Source: an optimization exercise on an open RTL-to-GDS flow (aim: small area, a short achievable clock period and few clock cycles per item). Production flows keep margins and buffers that such runs may drop.
Function was checked by simulation only, so behaviour that the tests miss may differ from the original.

==> module image_row_buffer, before the edit <==
module image_row_buffer (
  input  logic          clk,
  input  logic          rst_n,
  input  logic          i_we,         
  input  logic [2:0]    i_wr_row,
  input  logic [2:0]    i_wr_col,
  input  logic [7:0]    i_wr_data,
  output logic [2:0]    o_phase,
  output logic [319:0]  o_taps        
);
  logic [2:0]   ph;
  logic [2:0]   slot_col [8];         
  logic [7:0]   wrow;
  logic [7:0]   wcol;
  logic [511:0] img;                  
  assign o_phase = ph;
  always_ff @(posedge clk or negedge rst_n)
  begin
    if (!rst_n)
    begin
      ph <= '0;
      for (int s = 0; s < 8; s++)
        slot_col[s] <= 3'(s + 1);
    end
    else
    begin
      ph <= ph + 3'd1;
      for (int s = 0; s < 8; s++)
        slot_col[s] <= slot_col[s] + 3'd1;
    end
  end
  always_comb
  begin
    for (int i = 0; i < 8; i++)
    begin
      wrow[i] = i_we && i_wr_row == 3'(i);
      wcol[i] = i_wr_col == slot_col[i];
    end
  end
  always_ff @(posedge clk)
  begin
    for (int r = 0; r < 8; r++)
      for (int s = 0; s < 8; s++)
        img[(r*8+s)*8 +: 8] <= ~((wrow[r] && wcol[s]) ?
                                 ((s % 2 == 1) ? i_wr_data : ~i_wr_data) :
                                 img[(r*8+((s+1)%8))*8 +: 8]);
  end
  always_comb
  begin
    for (int r = 0; r < 8; r++)
      for (int s = 0; s < 5; s++)
        o_taps[(r*5+s)*8 +: 8] = img[(r*8+s)*8 +: 8];
  end
endmodule
==> flow/config.mk <==
export PLATFORM = sky130hd
export DESIGN_NAME = conv_row_stationary_top
export DESIGN_NICKNAME = conv_row_stationary_top
export VERILOG_FILES = /design/flow/design.v
export SDC_FILE = /design/flow/constraint.sdc
export NUM_CORES = 4
export LEC_CHECK = 0
export CAP_MARGIN = 20
export CORE_MARGIN = 2
export CORE_UTILIZATION = 45
export SLEW_MARGIN = 20
==> flow/constraint.sdc <==
create_clock -name core_clock -period 10.0 [get_ports {clk}]
set_input_delay 2.0000 -clock core_clock [delete_from_list [all_inputs] [get_ports {clk}]]
set_output_delay 2.0000 -clock core_clock [all_outputs]
set_load 0.01 [all_outputs]
standard.sh (not shown) runs the stock make flow with config.mk's settings and CLKGATE_MAP_FILE= SYNTH_SCRIPT=/design/flow/synth_recipe.tcl, a recipe that flattens the netlist after the stock synthesis.
==> flow/flow/run.sh <==
#!/bin/bash
set -e
here=$(pwd)
{
  echo "include $here/config.mk"
  echo "export DONT_USE_CELLS += sky130_fd_sc_hd__a222oi_1 sky130_fd_sc_hd__a22oi_1"
  echo "export SETUP_SLACK_MARGIN = 6.55"
  echo "export BUFFER_PORTS_ARGS = -buffer_cell sky130_fd_sc_hd__buf_4"
} > flow_config.mk
bash standard.sh DESIGN_CONFIG=$here/flow_config.mk finish > standard.log 2>&1
The starting point produced a clean layout.
Testbench counts at the start, summed over its fixed seeds: cycles 7,352, runs 256.
Then changed:
--- a/flow/design.v
+++ b/flow/design.v
@@ -26,39 +26,22 @@
   output logic [319:0]  o_taps        
 );
   logic [2:0]   ph;
-  logic [2:0]   slot_col [8];         
-  logic [7:0]   wrow;
-  logic [7:0]   wcol;
+  logic [2:0]   wslot;
   logic [511:0] img;                  
   assign o_phase = ph;
+  assign wslot   = i_wr_col - ph - 3'd1;
   always_ff @(posedge clk or negedge rst_n)
   begin
     if (!rst_n)
-    begin
       ph <= '0;
-      for (int s = 0; s < 8; s++)
-        slot_col[s] <= 3'(s + 1);
-    end
     else
-    begin
       ph <= ph + 3'd1;
-      for (int s = 0; s < 8; s++)
-        slot_col[s] <= slot_col[s] + 3'd1;
-    end
-  end
-  always_comb
-  begin
-    for (int i = 0; i < 8; i++)
-    begin
-      wrow[i] = i_we && i_wr_row == 3'(i);
-      wcol[i] = i_wr_col == slot_col[i];
-    end
   end
   always_ff @(posedge clk)
   begin
     for (int r = 0; r < 8; r++)
       for (int s = 0; s < 8; s++)
-        img[(r*8+s)*8 +: 8] <= ~((wrow[r] && wcol[s]) ?
+        img[(r*8+s)*8 +: 8] <= ~((i_we && i_wr_row == 3'(r) && wslot == 3'(s)) ?
                                  ((s % 2 == 1) ? i_wr_data : ~i_wr_data) :
                                  img[(r*8+((s+1)%8))*8 +: 8]);
   end
Result: Final cell count drops slightly. Routed wire length climbs by a few percent. Die area drops slightly. Area after synthesis drops slightly. Sequential cell count drops by 24. Clock-buffer cell count drops by 22. Critical path depth climbs by 2. Non-clock buffer count climbs by 6.
Testbench counts after the change, summed over its fixed seeds: cycles 7,352, runs 256.

-- port drivers added, routing unchanged --
The flow's constraints put no driver on any port. The routed layouts listed below were extracted and timed again, unchanged, in two steps. Step 1 (the two cells are an assumption about what drives the block):
set clk [get_ports {clk}]
set_driving_cell -lib_cell sky130_fd_sc_hd__clkbuf_16 $clk
set_driving_cell -lib_cell sky130_fd_sc_hd__buf_2 [delete_from_list [all_inputs] $clk]
Step 2 times the ports against the registers' clock, not the clock port: input delays grow and output delays shrink by t, the midpoint of the rising clock arrivals with the driver on. a / b / c = ideal ports / drivers / drivers and shift; a / b = the first two.
run | t, ns | slack for setup (ns) | worst data-port slew with drivers (ns)
the first run | 0.922 | 6.468 / 6.468 / 5.918 | 0.06
the second run | 0.937 | 6.488 / 6.450 / 5.614 | 0.16
After both steps every run listed still meets setup and hold. For the second run, which loses most, drivers alone change the setup slack by -0.038 ns; drivers and shift together by -0.874 ns.
